What follows belongs to an exercise in optimizing a design on an open flow for small area, a short achievable clock period and few clock cycles; a production flow would make more cautious choices.
Where RTL was checked, it was by simulation tests only, not by an equivalence proof against the original.
Power figures rest on the tool's default switching activity, not on a simulated workload.

## la_capture
module la_capture #(
   parameter  int DATA_W = 18,
   parameter  int DEPTH  = 256,
   localparam int AW     = $clog2(DEPTH)
) (
   input  logic              clk_i,
   input  logic              rst_i,
   input  logic [DATA_W-1:0] data_i,
   input  logic              trig_i,
   input  logic [1:0]        trig_mode_i,
   input  logic [AW-1:0]     pretrig_i,
   input  logic              arm_i,
   input  logic [7:0]        trig_cnt_i,
   output logic              armed_o,
   output logic              triggered_o,
   output logic              done_o,
   output logic              rd_valid_o,
   input  logic              rd_ready_i,
   output logic [DATA_W-1:0] rd_data_o,
   output logic              rd_last_o
);
clock: 6.0 ns
lec_check: 0
cap_margin: 20
core_margin: 2
core_utilization: 45
cts_buf_list: sky130_fd_sc_hd__clkbuf_8 sky130_fd_sc_hd__clkbuf_16
cts_cluster_diameter: 100
cts_cluster_size: 30
setup_slack_margin: 4
slew_margin: 20
run.sh (not shown) runs the stock make flow with config.mk's settings and CLKGATE_MAP_FILE= SYNTH_SCRIPT=/design/flow/synth_recipe.tcl, a recipe that flattens the netlist after the stock synthesis.
The baseline finished clean.
==> next run, changes <==
- CTS_BUF_LIST: sky130_fd_sc_hd__clkbuf_8 sky130_fd_sc_hd__clkbuf_16 -> not set
- CTS_CLUSTER_DIAMETER: 100 -> not set
- CTS_CLUSTER_SIZE: 30 -> not set
- SETUP_SLACK_MARGIN: 4 -> 3.5
The new run finished clean. Global-route usage increases by 0.64 points. Clock power increases by well over a third. Worst setup slack got worse by 0.047 ns.
No functional check of the RTL was part of any run of this note.

== run A ==
la_capture again, from the RTL that the note above started with.
export LEC_CHECK = 0
export CAP_MARGIN = 20
export CORE_MARGIN = 2
export CORE_UTILIZATION = 45
export CTS_BUF_LIST = sky130_fd_sc_hd__clkbuf_4 sky130_fd_sc_hd__clkbuf_8
export SETUP_SLACK_MARGIN = 3.5
export SLEW_MARGIN = 20
create_clock -name core_clock -period 6.0 [get_ports {clk_i}]
Relative to run A, the following input files were edited for run B:
- CTS_BUF_LIST: sky130_fd_sc_hd__clkbuf_4 sky130_fd_sc_hd__clkbuf_8 -> unset
- SETUP_SLACK_MARGIN: 3.5 -> 4
- CORE_UTILIZATION: 45 -> 65
- CTS_CLUSTER_SIZE: unset -> 30
- CTS_CLUSTER_DIAMETER: unset -> 60
Notes after the runs:
- Share of the clock period used by the worst path (higher): run A
- Run B vs run A, clock network power consumption went down by 40%.
- Summary of the comparison: sequential share of layout area is higher in run B, relative to run A.
- The global-route track usage on met3 reported for run B is smaller than that of run A by 0.76 points.
### run B -> run C
- changing CTS_CLUSTER_DIAMETER from 60 to 100
- changing CORE_UTILIZATION from 65 to 45
### Flow results
Run C vs. run B: iteration count of the initial detailed-routing pass grew by 1; final net count held steady; area occupied by multi-input gates shrank by 0.40%.
met2 usage in global routing ends up higher on run B.
Comparing run C against run B, there is no change at all in post-synthesis sequential area ratio.
Higher clock buffer and inverter area fraction after layout goes to run B over run C.
No run of this note included a check of the RTL's function; only the layout flow was run.

== job 8852 ==
Another version of the RTL of la_capture (not shown whole).
Size: about 5300 cells after synthesis, about 64 I/O pins, about 97000 µm² of cells after synthesis.
## la_capture
module la_capture #(
   parameter  int DATA_W = 18,
   parameter  int DEPTH  = 256,
   localparam int AW     = $clog2(DEPTH)
) (
   input  logic              clk_i,
   input  logic              rst_i,
   input  logic [DATA_W-1:0] data_i,
   input  logic              trig_i,
   input  logic [1:0]        trig_mode_i,
   input  logic [AW-1:0]     pretrig_i,
   input  logic              arm_i,
   input  logic [7:0]        trig_cnt_i,
   output logic              armed_o,
   output logic              triggered_o,
   output logic              done_o,
   output logic              rd_valid_o,
   input  logic              rd_ready_i,
   output logic [DATA_W-1:0] rd_data_o,
   output logic              rd_last_o
);
clock: 6.0 ns
lec_check: 0
abc_area: 1
cap_margin: 20
core_margin: 2
core_utilization: 65
cts_cluster_diameter: 65
cts_cluster_size: 32
setup_slack_margin: 4
slew_margin: 20
Job 8852 has completed all stages; timing, DRC and antenna checks passed.
Testbench counts of job 8852, summed over its fixed seeds: cycles 12,628.
[inputs] job 513 vs job 8852
- TNS_END_PERCENT now 20, previously not set
- ABC_AREA no longer set, was 1
## What came out
- The top routing layer in use comes out met4 in one run and met5 in the other, namely in job 513 and job 8852 respectively.
- Job 8852 consumes less power than job 513.
- Job 513 packs its core tighter than job 8852.
- Comparing job 513 and job 8852, routed wire length is lower on job 513.
Setup changes, job 513 to job 8563
- TNS_END_PERCENT: 20 -> unset
Going from job 513 to job 8563, the all-layer global routing usage was found to have gone up by 0.20 points. Going from job 513 to job 8563, worst reg-to-reg path cell count grows by 1. Going from job 513 to job 8563, routability-driven placement congestion ratio rose about 1.3%, routed length on met3 rose 7.7%, final wirelength rose about 2%. rd_data_o[13] as the critical path capture point was reported by job 8563, and rd_data_o[2] by job 513. The layout-stage area growth over the synthesis result of job 8563 is higher than that of job 513. Routed length on met2: job 8563 vs job 513 up about 4%.
Setup changes, job 8563 to job 2422
- CTS_CLUSTER_DIAMETER changed from 65 to 70
- CTS_CLUSTER_SIZE changed from 32 to 36
Results
- The register-to-register slack on job 2422 is in line with that on job 8563.
- Job 2422 vs job 8563: worst setup slack down in job 2422
- Of job 8563 and job 2422, the run reporting the higher proportion of power drawn by the clock network was job 8563.
- The routed wire length of job 2422 and that of job 8563 are within noise of each other.
- As far as sequential cell count goes, job 8563 and job 2422 are indistinguishable; the numbers are identical.
- Comparing job 2422 with job 8563, the clock transition time at the flip-flop clock pins of the worst setup and hold paths came out essentially unchanged.
- Clock group power: job 8563 and job 2422 compared, higher one is job 8563
- Job 2422 ended with more sequential share of layout area than job 8563.
- Compared with job 8563, job 2422 shows a met2 routed wirelength that is 510 µm lower.

## v32
la_capture, a different RTL version from the one above (not shown whole).
Size: ~5000 cells after synthesis, about 4700 flip-flops, roughly 96000 um^2 of cells after synthesis.
Settings: LEC_CHECK=0, CAP_MARGIN=20, CORE_MARGIN=2, CORE_UTILIZATION=60, CTS_CLUSTER_DIAMETER=60, CTS_CLUSTER_SIZE=30, SETUP_SLACK_MARGIN=4, SLEW_MARGIN=20; clock period 6.0 ns.
diff inputs: v32 => v24
Settings: SETUP_SLACK_MARGIN removed (was 4); CORE_UTILIZATION changed from 60 to 65.
--- outcome ---
Comparing v24 and v32, setup slack is lower on v24. The higher worst IR drop on VDD of v24 and v32 is in v32. Every run (v24 and v32) finished clean. Compared with v32, in v24 setup skew after layout increased 8.2 ps, global-route wire length before repair saw a decrease. From v32 to v24 the numbers moved as follows: final core utilization moved up; internal power of the cells lost about 0.9%. Compared with v32, v24 shows share of cell area taken by multi-input logic gates lower by 0.46 points. Sum of routed wire segments on met1 for v24: 780 um down relative to v32. v32 and v24 ended up with roughly the same worst hold slack. Placed wire-length estimate in v24 is about 3% lower than in v32.
Relative to v24, the following input files were edited for v30:
Settings: CTS_CLUSTER_SIZE now 32, was 30; SETUP_SLACK_MARGIN now 4, previously not set; CTS_CLUSTER_DIAMETER now 65, was 60.
==> run notes <==
Compared to v24, v30 has sequential share of cell area 0.19 points lower. v30 has clock-buffer cell count below what v24 had. Between v30 and v24, the final standard cell count with taps included and fillers excluded does not differ in any meaningful way.
No functional check of the RTL was part of any run of this note.

Setup of willow:
RTL: one of the versions met above, not the one the previous note started from.
Size in the first run: about 4700 flip-flops, about 64 I/O pins, ~97000 um2 of cells after synthesis.
Settings: LEC_CHECK=0, CAP_MARGIN=20, CORE_MARGIN=2, CORE_UTILIZATION=65, CTS_CLUSTER_DIAMETER=65, CTS_CLUSTER_SIZE=32, PLACE_DENSITY=0.7, SETUP_SLACK_MARGIN=4, SLEW_MARGIN=20; clock period 6.0 ns.
Testbench counts of willow, summed over its fixed seeds: cycles 12,628.
Here is what was changed in the inputs of pepper compared with willow.
# willow
export LEC_CHECK = 0
export CAP_MARGIN = 20
export CORE_MARGIN = 2
export CORE_UTILIZATION = 65
export CTS_CLUSTER_DIAMETER = 65
export CTS_CLUSTER_SIZE = 32
export PLACE_DENSITY = 0.7
export SETUP_SLACK_MARGIN = 4
export SLEW_MARGIN = 20
create_clock -name core_clock -period 6.0 [get_ports {clk_i}]
# pepper
export LEC_CHECK = 0
export CAP_MARGIN = 20
export CORE_MARGIN = 2
export CORE_UTILIZATION = 65
export CTS_CLUSTER_DIAMETER = 65
export CTS_CLUSTER_SIZE = 32
export GPL_ROUTABILITY_DRIVEN = 0
export SETUP_SLACK_MARGIN = 4
export SLEW_MARGIN = 20
create_clock -name core_clock -period 6.0 [get_ports {clk_i}]
Findings:
pepper finished every step from synthesis to the final layout, and the layout passed the timing, design-rule and antenna checks. Delta(part of the total power dissipated in sequential elements, pepper - willow) < 0. Area taken by flip-flops and latches delta (pepper -> willow): insignificant. pepper against willow: number of instances resized during post-cts repair rose 21, overall power increased by about 1% relative to the old numbers, combined buffer and inverter count along the critical path about even.
The following lists how raven was set up differently from pepper:
# pepper
export LEC_CHECK = 0
export CAP_MARGIN = 20
export CORE_MARGIN = 2
export CORE_UTILIZATION = 65
export CTS_CLUSTER_DIAMETER = 65
export CTS_CLUSTER_SIZE = 32
export GPL_ROUTABILITY_DRIVEN = 0
export SETUP_SLACK_MARGIN = 4
export SLEW_MARGIN = 20
create_clock -name core_clock -period 6.0 [get_ports {clk_i}]
# raven
export LEC_CHECK = 0
export CAP_MARGIN = 20
export CORE_MARGIN = 2
export CORE_UTILIZATION = 65
export CTS_CLUSTER_DIAMETER = 68
export CTS_CLUSTER_SIZE = 34
export SETUP_SLACK_MARGIN = 4
export SLEW_MARGIN = 20
create_clock -name core_clock -period 6.0 [get_ports {clk_i}]
[summary]
Per the comparison of raven with pepper, static leakage went down 0.62%, fraction of the core area covered by cells at the end of the flow went down 0.38 points, simple logic cell fraction of the synthesized area held. The run showing the smaller layout overhead on the synthesized area is raven. Summary of raven over pepper: placed instance count saw little to no change, final cell count without fillers went down 27. Tap cell count came out exactly the same in raven and pepper. Total power of raven is lower than that of pepper. Going from pepper to raven, the final-layout clock-cell area share was found to have gone down by 0.51 points.
Input changes introduced in juniper (baseline for comparison: raven):
# raven
export LEC_CHECK = 0
export CAP_MARGIN = 20
export CORE_MARGIN = 2
export CORE_UTILIZATION = 65
export CTS_CLUSTER_DIAMETER = 68
export CTS_CLUSTER_SIZE = 34
export SETUP_SLACK_MARGIN = 4
export SLEW_MARGIN = 20
create_clock -name core_clock -period 6.0 [get_ports {clk_i}]
# juniper
export LEC_CHECK = 0
export CAP_MARGIN = 5
export CORE_MARGIN = 2
export CORE_UTILIZATION = 65
export CTS_CLUSTER_DIAMETER = 65
export CTS_CLUSTER_SIZE = 32
export SETUP_SLACK_MARGIN = 4
export SLEW_MARGIN = 5
create_clock -name core_clock -period 6.0 [get_ports {clk_i}]
Results
Relative to raven, smallest hold slack increased by 0.0066 ns in juniper. Summary of juniper over raven: area share of xor/xnor cells in the synthesized design level, number of well taps closely matched the old numbers. As far as source-to-sink clock delay at the later pin of the worst-skew pair is concerned, raven and juniper perform about the same.

Another version of the RTL of la_capture (not shown whole).
For scale: ~64 I/O pins.
export LEC_CHECK = 0
export CAP_MARGIN = 20
export CORE_MARGIN = 2
export CORE_UTILIZATION = 55
export CTS_CLUSTER_DIAMETER = 60
export CTS_CLUSTER_SIZE = 30
export SETUP_SLACK_MARGIN = 4
export SLEW_MARGIN = 20
create_clock -name core_clock -period 6.0 [get_ports {clk_i}]
Rerun with:
--- a/flow/config.mk
+++ b/flow/config.mk
@@ -8,5 +8,5 @@
 export CAP_MARGIN = 20
 export CORE_MARGIN = 2
-export CORE_UTILIZATION = 55
+export CORE_UTILIZATION = 65
 export CTS_CLUSTER_DIAMETER = 60
 export CTS_CLUSTER_SIZE = 30
Effect: Total power is lower by 2.2%. Worst setup slack is better by 0.061 ns. Worst hold slack is better by 0.020 ns. Non-clock buffer count is higher by 3. Count of clock-buffer cells in the layout is lower by 10. Via count is lower by 0.49%. Die area is lower by 15%.
Function was not checked in any run of this note: the RTL went through the layout flow alone.

RTL: one of the versions met above, not the one the previous note started from.
Size in the first run: roughly 5000 cells after synthesis, about 4700 flip-flops, roughly 96000 um2 of cells after synthesis.
Settings: LEC_CHECK=0, CAP_MARGIN=20, CORE_MARGIN=2, CORE_UTILIZATION=65, CTS_CLUSTER_DIAMETER=60, CTS_CLUSTER_SIZE=30, GPL_TIMING_DRIVEN=0, SETUP_SLACK_MARGIN=4, SLEW_MARGIN=20; clock period 6.0 ns.
The baseline ran to the end with no violations.
==> next run, changes <==
- GPL_TIMING_DRIVEN: 0 -> default
The changed run finished with timing, DRC and antenna clean; routed wire length decreases by 0.72%; cell count is about the same; sequential share of layout area increases by 0.26 points; total power decreases by 1.0%; non-clock buffer count came out lower by 7; final area barely changes; fmax hardly moves.
Function was not checked in any run of this note: the RTL went through the layout flow alone.

The RTL this note starts from:
==> flow/design.v <==
module la_capture_ram #(
   parameter  int DATA_W = 18,
   parameter  int DEPTH  = 256,
   parameter  int NTAP   = 8
) (
   input  logic                   clk_i,
   input  logic                   cap_i,
   input  logic [DATA_W-1:0]      wdata_i,
   output logic [NTAP*DATA_W-1:0] taps_o
);
   localparam int SPACE = DEPTH / NTAP;
   localparam int SLOTS = DEPTH - 1;
   logic [SLOTS*DATA_W-1:0] ring_q;
   always_ff @(posedge clk_i) begin
      ring_q <= {ring_q[(SLOTS-1)*DATA_W-1:0],
                 cap_i ? wdata_i : ring_q[SLOTS*DATA_W-1 -: DATA_W]};
   end
   for (genvar k = 0; k < NTAP; k++) begin : g_tap
      assign taps_o[k*DATA_W +: DATA_W] = ring_q[(k*SPACE + SPACE - 2)*DATA_W +: DATA_W];
   end
endmodule
module la_capture #(
   parameter  int DATA_W = 18,
   parameter  int DEPTH  = 256,
   localparam int AW     = $clog2(DEPTH)
) (
   input  logic              clk_i,
   input  logic              rst_i,
   input  logic [DATA_W-1:0] data_i,
   input  logic              trig_i,
   input  logic [1:0]        trig_mode_i,
   input  logic [AW-1:0]     pretrig_i,
   input  logic              arm_i,
   input  logic [7:0]        trig_cnt_i,
   output logic              armed_o,
   output logic              triggered_o,
   output logic              done_o,
   output logic              rd_valid_o,
   input  logic              rd_ready_i,
   output logic [DATA_W-1:0] rd_data_o,
   output logic              rd_last_o
);
   localparam int NTAP = 8;
   localparam int TW   = $clog2(NTAP);
   localparam int SW   = AW - TW;           
   localparam logic [1:0] TRIG_LEVEL_HIGH = 2'd0;
   localparam logic [1:0] TRIG_LEVEL_LOW  = 2'd1;
   localparam logic [1:0] TRIG_RISING     = 2'd2;
   localparam logic [1:0] TRIG_FALLING    = 2'd3;
   function automatic logic trigMatch(input logic [1:0] mode,
                                      input logic       cur,
                                      input logic       prev);
      case (mode)
         TRIG_LEVEL_HIGH: trigMatch = cur;
         TRIG_LEVEL_LOW:  trigMatch = ~cur;
         TRIG_RISING:     trigMatch = cur & ~prev;
         TRIG_FALLING:    trigMatch = ~cur & prev;
         default:         trigMatch = 1'b0;
      endcase
   endfunction
   logic          armed_q, pre_q, wait_q, post_q, done_q;
   logic [1:0]    mode_q;
   logic [AW-1:0] pretrig_q;
   logic [AW-1:0] cnt_q;         
   logic          trigPrev_q;
   logic          triggered_q;
   logic          waitMatch, fire, preEnd, postEnd, capEnd;
   logic [7:0]    matchLeft_q;   
   assign fire = waitMatch && (matchLeft_q[7:1] == 7'd0);
   always_ff @(posedge clk_i) begin
      if (rst_i) begin
         matchLeft_q <= 8'd0;
      end else if (arm_i) begin
         matchLeft_q <= trig_cnt_i;
      end else if (waitMatch) begin
         matchLeft_q <= matchLeft_q - 8'd1;
      end
   end
   assign waitMatch = wait_q && !arm_i && trigMatch(mode_q, trig_i, trigPrev_q);
   assign preEnd    = pre_q && (cnt_q == AW'(1));
   assign postEnd   = post_q && (cnt_q == AW'(1));
   assign capEnd    = !arm_i && (postEnd || (fire && (&pretrig_q)));
   logic [AW-1:0]     pos_q;       
   logic [AW-1:0]     next_q;      
   logic              rdValid_q, rdLast_q;
   logic [DATA_W-1:0] rdData_q, rdHold_q;
   logic [NTAP*DATA_W-1:0] taps;
   logic [DATA_W-1:0] tapWord;
   logic              canLoad, load, xfer;
   la_capture_ram #(
      .DATA_W (DATA_W),
      .DEPTH  (DEPTH),
      .NTAP   (NTAP)
   ) u_ram (
      .clk_i   (clk_i),
      .cap_i   (armed_q),
      .wdata_i (data_i),
      .taps_o  (taps)
   );
   assign tapWord = taps[pos_q[AW-1 -: TW]*DATA_W +: DATA_W];
   assign xfer    = rdValid_q && rd_ready_i;
   assign canLoad = done_q && !rdLast_q && (pos_q[SW-1:0] == SW'((1 << SW) - 2));
   assign load    = canLoad && (!rdValid_q || rd_ready_i);
   always_ff @(posedge clk_i) begin
      if (rst_i) begin
         armed_q     <= 1'b0;
         pre_q       <= 1'b0;
         wait_q      <= 1'b0;
         post_q      <= 1'b0;
         done_q      <= 1'b0;
         triggered_q <= 1'b0;
         mode_q      <= TRIG_LEVEL_HIGH;
         pretrig_q   <= '0;
         cnt_q       <= '0;
      end else if (arm_i) begin
         armed_q     <= 1'b1;
         pre_q       <= (pretrig_i != '0);
         wait_q      <= (pretrig_i == '0);
         post_q      <= 1'b0;
         done_q      <= 1'b0;
         triggered_q <= 1'b0;
         mode_q      <= trig_mode_i;
         pretrig_q   <= pretrig_i;
         cnt_q       <= pretrig_i;
      end else begin
         if (pre_q) begin
            cnt_q <= cnt_q - AW'(1);
            if (preEnd) begin
               pre_q  <= 1'b0;
               wait_q <= 1'b1;
            end
         end
         if (fire) begin
            triggered_q <= 1'b1;
            wait_q      <= 1'b0;
            post_q      <= !(&pretrig_q);
            cnt_q       <= ~pretrig_q;
         end
         if (post_q) begin
            cnt_q <= cnt_q - AW'(1);
            if (postEnd) post_q <= 1'b0;
         end
         if (capEnd) begin
            armed_q <= 1'b0;
            done_q  <= 1'b1;
         end
         if (xfer && rdLast_q) begin
            done_q <= 1'b0;
         end
      end
   end
   always_ff @(posedge clk_i) begin
      if (rst_i) begin
         trigPrev_q <= 1'b0;
      end else begin
         trigPrev_q <= trig_i;
      end
   end
   always_ff @(posedge clk_i) begin
      if (rst_i || arm_i) begin
         rdValid_q <= 1'b0;
         rdLast_q  <= 1'b0;
      end else if (capEnd) begin
         rdValid_q <= 1'b1;
         rdLast_q  <= 1'b0;
      end else if (!rdValid_q || rd_ready_i) begin
         rdValid_q <= load;
         rdLast_q  <= load && (&next_q);
      end
   end
   always_ff @(posedge clk_i) begin
      if (!done_q || load) begin
         rdHold_q <= tapWord;
      end
   end
   always_ff @(posedge clk_i) begin
      rdData_q <= (!rdValid_q || rd_ready_i) ? tapWord : rdHold_q;
   end
   always_ff @(posedge clk_i) begin
      if (!done_q) begin
         pos_q  <= AW'(DEPTH - 2);
         next_q <= AW'(1);
      end else if (load) begin
         next_q <= next_q + AW'(1);
      end else begin
         pos_q <= (pos_q == AW'(DEPTH - 2)) ? '0 : pos_q + AW'(1);
      end
   end
   assign armed_o     = armed_q;
   assign triggered_o = triggered_q;
   assign done_o      = done_q;
   assign rd_valid_o  = rdValid_q;
   assign rd_data_o   = rdData_q;
   assign rd_last_o   = rdLast_q;
endmodule
==> flow/config.mk <==
export PLATFORM = sky130hd
export DESIGN_NAME = la_capture
export DESIGN_NICKNAME = la_capture
export VERILOG_FILES = /design/flow/design.v
export SDC_FILE = /design/flow/constraint.sdc
export NUM_CORES = 4
export LEC_CHECK = 0
export CAP_MARGIN = 20
export CORE_MARGIN = 2
export CORE_UTILIZATION = 65
export CTS_CLUSTER_DIAMETER = 60
export CTS_CLUSTER_SIZE = 30
export SETUP_SLACK_MARGIN = 3.6
export SLEW_MARGIN = 20
==> flow/constraint.sdc <==
create_clock -name core_clock -period 6.0 [get_ports {clk_i}]
set_input_delay 1.2000 -clock core_clock [delete_from_list [all_inputs] [get_ports {clk_i}]]
set_output_delay 1.2000 -clock core_clock [all_outputs]
set_load 0.01 [all_outputs]
The first run produced a clean layout.
Testbench counts at the start, summed over its fixed seeds: cycles 12,628.
==> next run, changes <==
- CORE_UTILIZATION: 65 -> 80
- SETUP_SLACK_MARGIN: 3.6 -> 4
- The changed run died in 3_5_place_dp (DPL-0033)
- synthesized cell count does not change
- area after synthesis does not change
==> next run, changes <==
- CORE_UTILIZATION: 80 -> 65
The new run finished clean.
Area after synthesis stays the same.
Synthesized cell count is unchanged.

-- re-timing with driven ports --
The flow's constraints put no driver on any port. The routed layouts listed below were extracted and timed again, unchanged, in two steps.
Step 1 (the two cells are an assumption about what drives the block):
set clk [get_ports {clk_i}]
set_driving_cell -lib_cell sky130_fd_sc_hd__clkbuf_16 $clk
set_driving_cell -lib_cell sky130_fd_sc_hd__buf_2 [delete_from_list [all_inputs] $clk]
Step 2 also shifts input and output timing later by t, the mid clock arrival at the registers, as if the neighbouring blocks saw the same clock.
Three values: ideal ports, drivers, drivers and shift; two values: the first two.
run | t (ns) | slack for setup (ns) | worst hold slack (ns)
the first run of note 1 | 0.890 | 3.208 / 3.128 / 3.086 | 0.315 / 0.315 / 0.315
the second run of note 1 | 0.988 | 3.160 / 3.079 / 2.666 | 0.276 / 0.276 / 0.276
run A | 1.063 | 3.105 / 3.028 / 2.629 | 0.280 / 0.280 / 0.280
run B | 0.868 | 3.299 / 3.225 / 3.147 | 0.315 / 0.315 / 0.315
run C | 0.889 | 3.208 / 3.129 / 3.083 | 0.315 / 0.315 / 0.315
job 8852 | 0.852 | 3.414 / 3.340 / 3.111 | 0.320 / 0.320 / 0.320
job 513 | 0.863 | 3.498 / 3.416 / 2.794 | 0.313 / 0.313 / 0.313
job 8563 | 0.867 | 3.504 / 3.430 / 2.933 | 0.317 / 0.317 / 0.317
job 2422 | 0.877 | 3.487 / 3.408 / 2.859 | 0.304 / 0.304 / 0.304
v32 | 0.873 | 3.381 / 3.305 / 2.993 | 0.317 / 0.317 / 0.317
v24 | 0.870 | 2.520 / 2.566 / 1.696 | 0.318 / 0.318 / 0.318
v30 | 0.871 | 3.464 / 3.389 / 2.918 | 0.310 / 0.310 / 0.310
willow | 0.855 | 3.460 / 3.386 / 2.963 | 0.314 / 0.314 / 0.314
pepper | 0.867 | 3.504 / 3.430 / 2.933 | 0.317 / 0.317 / 0.317
raven | 0.861 | 3.502 / 3.429 / 2.896 | 0.311 / 0.311 / 0.311
juniper | 0.867 | 3.504 / 3.430 / 2.933 | 0.317 / 0.317 / 0.317
the first run of note 6 | 0.894 | 3.261 / 3.180 / 3.127 | 0.298 / 0.298 / 0.298
the second run of note 6 | 0.867 | 3.322 / 3.249 / 3.211 | 0.318 / 0.318 / 0.318
the first run of note 7 | 0.864 | 3.459 / 3.386 / 3.005 | 0.318 / 0.318 / 0.318
the second run of note 7 | 0.884 | 3.462 / 3.387 / 2.948 | 0.315 / 0.315 / 0.315
the first run of note 8 | 0.862 | 3.401 / 3.327 / 2.657 | 0.309 / 0.309 / 0.309
the third run of note 8 | 0.872 | 3.429 / 3.355 / 2.918 | 0.313 / 0.313 / 0.313
After both steps every run listed still meets setup and hold. The setup slack of v24, which loses most, moves by +0.046 ns with the drivers and by -0.824 ns with both steps.
